Context: an optimization exercise on an open-source flow, tuned for small area. The choices shown serve that exercise and are no tape-out recipe. In this exercise RTL edits were held to simulation tests only and were not proved equivalent to the original. No activity file was given, so power comes from the tool's default toggle rates.

// regfile_scoreboard
module regfile_scoreboard #(
    parameter int XLEN   = 32,
    parameter int AW     = 5,
    parameter int NUM_RD = 2,
    parameter int BYPASS = 1
) (
    input  logic                   clk,
    input  logic                   rst,
    input  logic                   wr_en,
    input  logic [AW-1:0]          wr_addr,
    input  logic [XLEN-1:0]        wr_data,
    input  logic [NUM_RD*AW-1:0]   rd_addr,
    output logic [NUM_RD*XLEN-1:0] rd_data,
    output logic [NUM_RD-1:0]      rd_busy,
    input  logic                   iss_en,
    input  logic [AW-1:0]          iss_addr,
    output logic                   iss_ready,
    input  logic                   flush,
    output logic [(1<<AW)-1:0]     busy_vec,
    output logic [AW:0]            pend_cnt
);
Size: about 3600 cells after synthesis, ~160 I/O pins, roughly 39000 sq um of cells after synthesis.
==> flow/config.mk <==
export PLATFORM = sky130hd
export DESIGN_NAME = regfile_scoreboard
export DESIGN_NICKNAME = regfile_scoreboard
export VERILOG_FILES = /design/flow/design.v
export SDC_FILE = /design/flow/constraint.sdc
export NUM_CORES = 8
export LEC_CHECK = 0
export CAP_MARGIN = 20
export CORE_MARGIN = 2
export CORE_UTILIZATION = 45
export PLACE_DENSITY = 0.7
export SLEW_MARGIN = 20
export SYNTH_HIERARCHICAL = 1
==> flow/constraint.sdc <==
create_clock -name core_clock -period 8.0 [get_ports {clk}]
set_input_delay 1.6000 -clock core_clock [delete_from_list [all_inputs] [get_ports {clk}]]
set_output_delay 1.6000 -clock core_clock [all_outputs]
set_load 0.01 [all_outputs]
standard.sh (not shown) runs the stock make flow with config.mk's settings and CLKGATE_MAP_FILE= SYNTH_SCRIPT=/design/flow/synth_recipe.tcl, a recipe that flattens the netlist after the stock synthesis.
==> flow/flow/run.sh <==
#!/bin/bash
# Standard ORFS layout (the standard.sh, standard synthesis) with
#  - single-drive buffers on the ports instead of the default delay cells,
#  - a clock tree of larger sink clusters and no dummy loads.
set -euo pipefail
export BUFFER_PORTS_ARGS="-buffer_cell sky130_fd_sc_hd__buf_1"
export CTS_ARGS="-sink_clustering_enable -repair_clock_nets -dont_use_dummy_load -buf_list sky130_fd_sc_hd__clkbuf_16 -sink_clustering_size 25 -sink_clustering_max_diameter 80"
bash standard.sh > standard.log 2>&1
The starting point went through all stages and came out clean.
Rerun with:
CORE_UTILIZATION = 50   (was 45)
Result: Setup slack improves by 0.30 ns; via count decreases slightly; wire length falls slightly; combinational power is about the same; design area is about the same; first-iteration DRC count goes down by a few percent; synthesized area stays the same; maximum frequency grows by a few percent; synthesized cell count is unchanged.

========
regfile_scoreboard again, from the RTL that the note above started with.
Design regfile_scoreboard, start of the top module:
module regfile_scoreboard #(
    parameter int XLEN   = 32,
    parameter int AW     = 5,
    parameter int NUM_RD = 2,
    parameter int BYPASS = 1
) (
    input  logic                   clk,
    input  logic                   rst,
    input  logic                   wr_en,
    input  logic [AW-1:0]          wr_addr,
    input  logic [XLEN-1:0]        wr_data,
    input  logic [NUM_RD*AW-1:0]   rd_addr,
    output logic [NUM_RD*XLEN-1:0] rd_data,
    output logic [NUM_RD-1:0]      rd_busy,
    input  logic                   iss_en,
    input  logic [AW-1:0]          iss_addr,
    output logic                   iss_ready,
    input  logic                   flush,
    output logic [(1<<AW)-1:0]     busy_vec,
    output logic [AW:0]            pend_cnt
);
    localparam int NREGS = 1 << AW;
    logic [XLEN-1:0]  r_regs [1:NREGS-1];
    logic [XLEN-1:0]  w_regsNext [1:NREGS-1];
    logic [NREGS-1:1] r_busy;
    logic [NREGS-1:1] w_busyNext;
    logic [AW:0]      r_pendCnt;
    logic             r_phase;
    logic [XLEN-1:0]  w_wrDataPh;
    logic [NREGS-1:0] w_busyAll;
    logic [NREGS-1:1] w_wrSelN;
    logic [NREGS-1:1] w_keep;
    logic [NREGS-1:1] w_load;
    logic [3:0]       w_wrLo;
    logic [7:0]       w_wrHi;
    logic [3:0]       w_issLo;
    logic [7:0]       w_issHi;
    logic             w_wrLive;
    logic             w_issHitWr;
    logic             w_issFire;
    logic             w_issSet;
    logic             w_busyKeep;
    logic             w_rstN;
    logic             w_inc;
    logic             w_dec;
    assign w_busyAll = {r_busy, 1'b0};
    assign w_wrLive   = wr_en && (wr_addr != '0);
    assign w_issHitWr = w_wrLive && (wr_addr == iss_addr);
  ...
==> flow/config.mk <==
export PLATFORM = sky130hd
export DESIGN_NAME = regfile_scoreboard
export DESIGN_NICKNAME = regfile_scoreboard
export VERILOG_FILES = /design/flow/design.v
export SDC_FILE = /design/flow/constraint.sdc
export NUM_CORES = 8
export LEC_CHECK = 0
export CAP_MARGIN = 20
export CORE_MARGIN = 2
export CORE_UTILIZATION = 40
export PLACE_DENSITY = 0.7
export SLEW_MARGIN = 20
export SYNTH_HIERARCHICAL = 1
==> flow/constraint.sdc <==
create_clock -name core_clock -period 8.0 [get_ports {clk}]
set_input_delay 1.6000 -clock core_clock [delete_from_list [all_inputs] [get_ports {clk}]]
set_output_delay 1.6000 -clock core_clock [all_outputs]
set_load 0.01 [all_outputs]
==> flow/flow/run.sh <==
#!/bin/bash
# Standard ORFS layout (the standard.sh, standard synthesis) with
#  - single-drive buffers on the ports instead of the default delay cells,
#  - a clock tree of larger sink clusters and no dummy loads.
set -euo pipefail
export BUFFER_PORTS_ARGS="-buffer_cell sky130_fd_sc_hd__buf_1"
export CTS_ARGS="-sink_clustering_enable -repair_clock_nets -dont_use_dummy_load -buf_list sky130_fd_sc_hd__clkbuf_8 -sink_clustering_size 16 -sink_clustering_max_diameter 60"
bash standard.sh > standard.log 2>&1
Next try:
--- a/flow/config.mk
+++ b/flow/config.mk
@@ -9,3 +9,3 @@
 export CORE_MARGIN = 2
-export CORE_UTILIZATION = 40
+export CORE_UTILIZATION = 50
 export PLACE_DENSITY = 0.7
=> The changed run completed with no timing, DRC or antenna violations. Power barely changes. Clock power stays flat. Core utilization grows by 11 points. Global-route usage grows by 6.9 points. Count of clock-buffer cells in the layout grows by 2. Maximum frequency grows by about 3.3%. Cell area shrinks by 1.0%.
Next try:
==> flow/flow/run.sh (replaced) <==
#!/bin/bash
# Standard ORFS layout (the standard.sh, standard synthesis) with
#  - single-drive buffers on the ports instead of the default delay cells,
#  - a clock tree of larger sink clusters and no dummy loads,
#  - power recovery (downsizing gates off the critical paths) after global routing.
set -euo pipefail
export BUFFER_PORTS_ARGS="-buffer_cell sky130_fd_sc_hd__buf_1"
export CTS_ARGS="-sink_clustering_enable -repair_clock_nets -dont_use_dummy_load -buf_list sky130_fd_sc_hd__clkbuf_16 -sink_clustering_size 25 -sink_clustering_max_diameter 80"
export RECOVER_POWER=100
bash standard.sh > standard.log 2>&1
--- a/flow/config.mk
+++ b/flow/config.mk
@@ -10,3 +10,2 @@
 export CORE_UTILIZATION = 50
-export PLACE_DENSITY = 0.7
 export SLEW_MARGIN = 20
=>
- With this change the flow completed and failed the layout checks on max-capacitance violations, max-slew violations
- worst setup slack loses 0.49 ns
- via count rises by 3.2%
- global-route usage rises by 6.4 points
- area after synthesis is unchanged
- die area does not change
- wire length rises by 14%
- maximum frequency falls by 6.3%
- worst hold slack stays flat
- power rises by 3.5%
- clock power rises by 11%
Next try:
==> flow/flow/run.sh (replaced) <==
#!/bin/bash
# Standard ORFS layout (the standard.sh, standard synthesis) with
#  - single-drive buffers on the ports instead of the default delay cells,
#  - a clock tree of larger sink clusters and no dummy loads.
set -euo pipefail
export BUFFER_PORTS_ARGS="-buffer_cell sky130_fd_sc_hd__buf_1"
export CTS_ARGS="-sink_clustering_enable -repair_clock_nets -dont_use_dummy_load -buf_list sky130_fd_sc_hd__clkbuf_16 -sink_clustering_size 25 -sink_clustering_max_diameter 80"
bash standard.sh > standard.log 2>&1
--- a/flow/config.mk
+++ b/flow/config.mk
@@ -9,3 +9,3 @@
 export CORE_MARGIN = 2
-export CORE_UTILIZATION = 50
+export CORE_UTILIZATION = 55
 export SLEW_MARGIN = 20
After rerunning: With this change the flow finished clean; worst setup slack improves by 0.10 ns; cell area goes up by 0.38%; register-to-register slack hardly moves.

========
Starting RTL as in the previous note.
clock: 8.0 ns
lec_check: 0
cap_margin: 20
core_margin: 2
core_utilization: 45
place_density: 0.7
slew_margin: 20
synth_hierarchical: 1
==> flow/flow/run.sh <==
#!/bin/bash
# Standard ORFS layout (the standard.sh, standard synthesis) with
#  - single-drive buffers on the ports instead of the default delay cells,
#  - a clock tree of larger sink clusters and no dummy loads.
set -euo pipefail
export BUFFER_PORTS_ARGS="-buffer_cell sky130_fd_sc_hd__buf_1"
export CTS_ARGS="-sink_clustering_enable -repair_clock_nets -dont_use_dummy_load -buf_list sky130_fd_sc_hd__clkbuf_8 -sink_clustering_size 16 -sink_clustering_max_diameter 60"
bash standard.sh > standard.log 2>&1
The first run passed the timing, DRC and antenna checks.
Edit:
--- a/flow/flow/run.sh
+++ b/flow/flow/run.sh
@@ -7 +7 @@
-export CTS_ARGS="-sink_clustering_enable -repair_clock_nets -dont_use_dummy_load -buf_list sky130_fd_sc_hd__clkbuf_8 -sink_clustering_size 16 -sink_clustering_max_diameter 60"
+export CTS_ARGS="-sink_clustering_enable -repair_clock_nets -dont_use_dummy_load -buf_list sky130_fd_sc_hd__clkbuf_16 -sink_clustering_size 25 -sink_clustering_max_diameter 80"
- CORE_UTILIZATION: 45 -> 50
- PLACE_DENSITY: 0.7 -> not set
=> The new run finished clean; die area shrinks by roughly a tenth; final area grows slightly; total power grows by a few percent; cell count shrinks by a few percent; utilization grows by 6.1 points; routed wire length grows by roughly a tenth.
Edit:
- PLACE_DENSITY: not set -> 0.75
Effect: The new run completed with no timing, DRC or antenna violations; wire length shrinks by about a fifth; power shrinks slightly; first-iteration DRC count goes down by a few percent; via count decreases by a few percent; register-to-register slack gains 40 ps; area after synthesis stays the same; worst setup slack gets worse by 110 ps; utilization is about the same; die area stays the same.

========
The RTL this note starts from:
==> flow/design.v <==
module rf_hold (
    input  logic q,
    input  logic keep,
    input  logic d,
    input  logic load,
    output logic n
);
    assign n = (q & keep) | (d & load);
endmodule
module rf_aoi3 (
    input  logic [2:0] d,
    input  logic [2:0] s,
    output logic       y_n
);
    assign y_n = !((d[0] & s[0]) | (d[1] & s[1]) | (d[2] & s[2]));
endmodule
module rf_aoi2 (
    input  logic [1:0] d,
    input  logic [1:0] s,
    output logic       y_n
);
    assign y_n = !((d[0] & s[0]) | (d[1] & s[1]));
endmodule
module rf_aoi1 (
    input  logic d,
    input  logic s,
    output logic y_n
);
    assign y_n = !(d & s);
endmodule
module rf_merge12 (
    input  logic [11:0] p_n,
    output logic        y
);
    assign y = !(&p_n);
endmodule
module rf_merge11 (
    input  logic [10:0] p_n,
    output logic        y
);
    assign y = !(&p_n);
endmodule
module rf_sel32 (
    input  logic [31:0] d,
    input  logic [31:0] s,
    output logic        y
);
    logic [11:0] w_part;
    for (genvar j = 0; j < 10; j++) begin : g_aoi
        rf_aoi3 u_aoi (.d(d[3*j +: 3]), .s(s[3*j +: 3]), .y_n(w_part[j]));
    end
    rf_aoi1 u_aoi1a (.d(d[30]), .s(s[30]), .y_n(w_part[10]));
    rf_aoi1 u_aoi1b (.d(d[31]), .s(s[31]), .y_n(w_part[11]));
    rf_merge12 u_merge (.p_n(w_part), .y(y));
endmodule
module rf_sel31 (
    input  logic [30:0] d,
    input  logic [30:0] s,
    output logic        y
);
    logic [10:0] w_part;
    for (genvar j = 0; j < 10; j++) begin : g_aoi
        rf_aoi3 u_aoi (.d(d[3*j +: 3]), .s(s[3*j +: 3]), .y_n(w_part[j]));
    end
    rf_aoi1 u_aoi1 (.d(d[30]), .s(s[30]), .y_n(w_part[10]));
    rf_merge11 u_merge (.p_n(w_part), .y(y));
endmodule
module regfile_scoreboard #(
    parameter int XLEN   = 32,
    parameter int AW     = 5,
    parameter int NUM_RD = 2,
    parameter int BYPASS = 1
) (
    input  logic                   clk,
    input  logic                   rst,
    input  logic                   wr_en,
    input  logic [AW-1:0]          wr_addr,
    input  logic [XLEN-1:0]        wr_data,
    input  logic [NUM_RD*AW-1:0]   rd_addr,
    output logic [NUM_RD*XLEN-1:0] rd_data,
    output logic [NUM_RD-1:0]      rd_busy,
    input  logic                   iss_en,
    input  logic [AW-1:0]          iss_addr,
    output logic                   iss_ready,
    input  logic                   flush,
    output logic [(1<<AW)-1:0]     busy_vec,
    output logic [AW:0]            pend_cnt
);
    localparam int NREGS = 1 << AW;
    logic [XLEN-1:0]  r_regs [1:NREGS-1];
    logic [XLEN-1:0]  w_regsNext [1:NREGS-1];
    logic [NREGS-1:1] r_busy;
    logic [AW:0]      r_pendCnt;
    logic [NREGS-1:0] w_busyAll;
    logic [NREGS-1:1] w_wrSel;
    logic [NREGS-1:1] w_issSel;
    logic [NREGS-1:1] w_keep;
    logic [NREGS-1:1] w_load;
    logic             w_wrLive;
    logic             w_issHitWr;
    logic             w_issFire;
    logic             w_inc;
    logic             w_dec;
    assign w_busyAll = {r_busy, 1'b0};
    assign w_wrLive   = wr_en && (wr_addr != '0);
    assign w_issHitWr = w_wrLive && (wr_addr == iss_addr);
    assign iss_ready  = !w_busyAll[iss_addr] || w_issHitWr;
    assign w_issFire  = iss_en && iss_ready && (iss_addr != '0) && !flush;
    for (genvar k = 1; k < NREGS; k++) begin : g_row
        assign w_wrSel[k]  = wr_en && (wr_addr == AW'(k));
        assign w_issSel[k] = w_issFire && (iss_addr == AW'(k));
        assign w_keep[k]   = !rst && !w_wrSel[k];
        assign w_load[k]   = !rst && w_wrSel[k];
        for (genvar b = 0; b < XLEN; b++) begin : g_bit
            rf_hold u_hold (
                .q(r_regs[k][b]), .keep(w_keep[k]), .d(wr_data[b]), .load(w_load[k]),
                .n(w_regsNext[k][b])
            );
        end
    end
    always_ff @(posedge clk) begin
        for (int k = 1; k < NREGS; k++) begin
            r_regs[k] <= w_regsNext[k];
        end
    end
    always_ff @(posedge clk) begin
        for (int k = 1; k < NREGS; k++) begin
            r_busy[k] <= !rst && !flush && (w_issSel[k] || (r_busy[k] && !w_wrSel[k]));
        end
    end
    assign w_inc = w_issFire && !w_busyAll[iss_addr];
    assign w_dec = w_wrLive && w_busyAll[wr_addr] && !(w_issFire && w_issHitWr);
    always_ff @(posedge clk) begin
        if (rst || flush) begin
            r_pendCnt <= '0;
        end else if (w_inc && !w_dec) begin
            r_pendCnt <= r_pendCnt + 1'b1;
        end else if (w_dec && !w_inc) begin
            r_pendCnt <= r_pendCnt - 1'b1;
        end
    end
    for (genvar g = 0; g < NUM_RD; g++) begin : g_rd
        logic [AW-1:0]    w_addr;
        logic             w_fwd;
        logic [NREGS-1:1] w_sel;
        assign w_addr = rd_addr[g*AW +: AW];
        assign w_fwd  = w_wrLive && (wr_addr == w_addr);
        for (genvar k = 1; k < NREGS; k++) begin : g_sel
            assign w_sel[k] = (w_addr == AW'(k)) && !w_wrSel[k];
        end
        for (genvar b = 0; b < XLEN; b++) begin : g_bit
            logic [NREGS-1:1] w_in;
            for (genvar k = 1; k < NREGS; k++) begin : g_in
                assign w_in[k] = r_regs[k][b];
            end
            rf_sel32 u_sel (.d({wr_data[b], w_in}), .s({w_fwd, w_sel}), .y(rd_data[g*XLEN + b]));
        end
        rf_sel31 u_busy (.d(r_busy), .s(w_sel), .y(rd_busy[g]));
    end
    assign busy_vec = w_busyAll;
    assign pend_cnt = r_pendCnt;
endmodule
clock: 8.0 ns
lec_check: 0
cap_margin: 20
core_margin: 2
core_utilization: 50
cts_buf_list: sky130_fd_sc_hd__clkbuf_4 sky130_fd_sc_hd__clkbuf_8
slew_margin: 20
synth_hierarchical: 1
==> flow/flow/run.sh <==
#!/bin/bash
# Standard ORFS layout with smaller port buffers and no CTS dummy loads.
set -euo pipefail
export BUFFER_PORTS_ARGS="-buffer_cell sky130_fd_sc_hd__buf_2"
export CTS_ARGS="-sink_clustering_enable -repair_clock_nets -dont_use_dummy_load -buf_list {sky130_fd_sc_hd__clkbuf_4 sky130_fd_sc_hd__clkbuf_8}"
bash standard.sh > standard.log 2>&1
The first run ran to the end with no violations.
Then changed:
==> flow/run.sh (new file) <==
#!/bin/bash
# synth_recipe.tcl (not shown) runs the flow's synth.tcl, then flattens the netlist and writes it again
# the make line also repeats each setting of config.mk as NAME=value (left out here)
make -C /OpenROAD-flow-scripts/flow DESIGN_CONFIG=/design/flow/config.mk WORK_HOME=/design/flow/orfs CLKGATE_MAP_FILE= SYNTH_SCRIPT=/design/flow/synth_recipe.tcl finish
CTS_BUF_LIST = default   (was sky130_fd_sc_hd__clkbuf_4 sky130_fd_sc_hd__clkbuf_8)
removed: flow/flow/run.sh
removed: flow/standard.sh
Effect: The changed run went through all stages and came out clean; routed wire length decreases by a few percent; clock skew goes down by 0.032 ns; final area increases by a few percent; total power rises by about a fifth; die area stays the same; synthesized cell count is unchanged.

what the ideal ports hide:
The results above use ideal ports. As a check the final layouts listed here were re-extracted and re-timed, cells and wires unchanged.
Step 1 (the two cells are an assumption about what drives the block):
set clk [get_ports {clk}]
set_driving_cell -lib_cell sky130_fd_sc_hd__clkbuf_16 $clk
set_driving_cell -lib_cell sky130_fd_sc_hd__buf_2 [delete_from_list [all_inputs] $clk]
Step 2, shift: input delay + t, output delay - t, t = (earliest + latest rising clock arrival at the registers) / 2. This alone moves slack from input paths to output paths.
Three values: ideal ports, drivers, drivers and shift; two values: the first two.
| run | t, ns | setup slack, ns | worst setup path at the end | worst data-port slew with drivers (ns) |
|---|---|---|---|---|
| the first run of note 1 | 0.702 | 0.463 / 0.443 / 0.443 | input to output | 0.08 |
| the second run of note 1 | 0.703 | 0.765 / 0.742 / 0.742 | input to output | 0.05 |
| the first run of note 2 | 0.809 | 0.490 / 0.459 / 0.459 | input to output | 0.14 |
| the second run of note 2 | 0.774 | 0.732 / 0.709 / 0.709 | input to output | 0.05 |
| the third run of note 2 | 0.708 | 0.246 / 0.211 / 0.211 | input to output | 0.07 |
| the fourth run of note 2 | 0.708 | 0.348 / 0.324 / 0.324 | input to output | 0.24 |
| the first run of note 3 | 0.759 | 0.550 / 0.525 / 0.525 | input to output | 0.07 |
| the second run of note 3 | 0.707 | 0.470 / 0.440 / 0.440 | input to output | 0.07 |
| the third run of note 3 | 0.711 | 0.364 / 0.344 / 0.344 | input to output | 0.17 |
| the first run of note 4 | 0.887 | 1.049 / 1.023 / 1.023 | input to output | 0.27 |
| the second run of note 4 | 0.780 | 0.201 / 0.179 / 0.179 | input to output | 0.05 |
For the third run of note 2, which loses most, drivers alone change the setup slack by -0.035 ns; drivers and shift together by -0.035 ns.
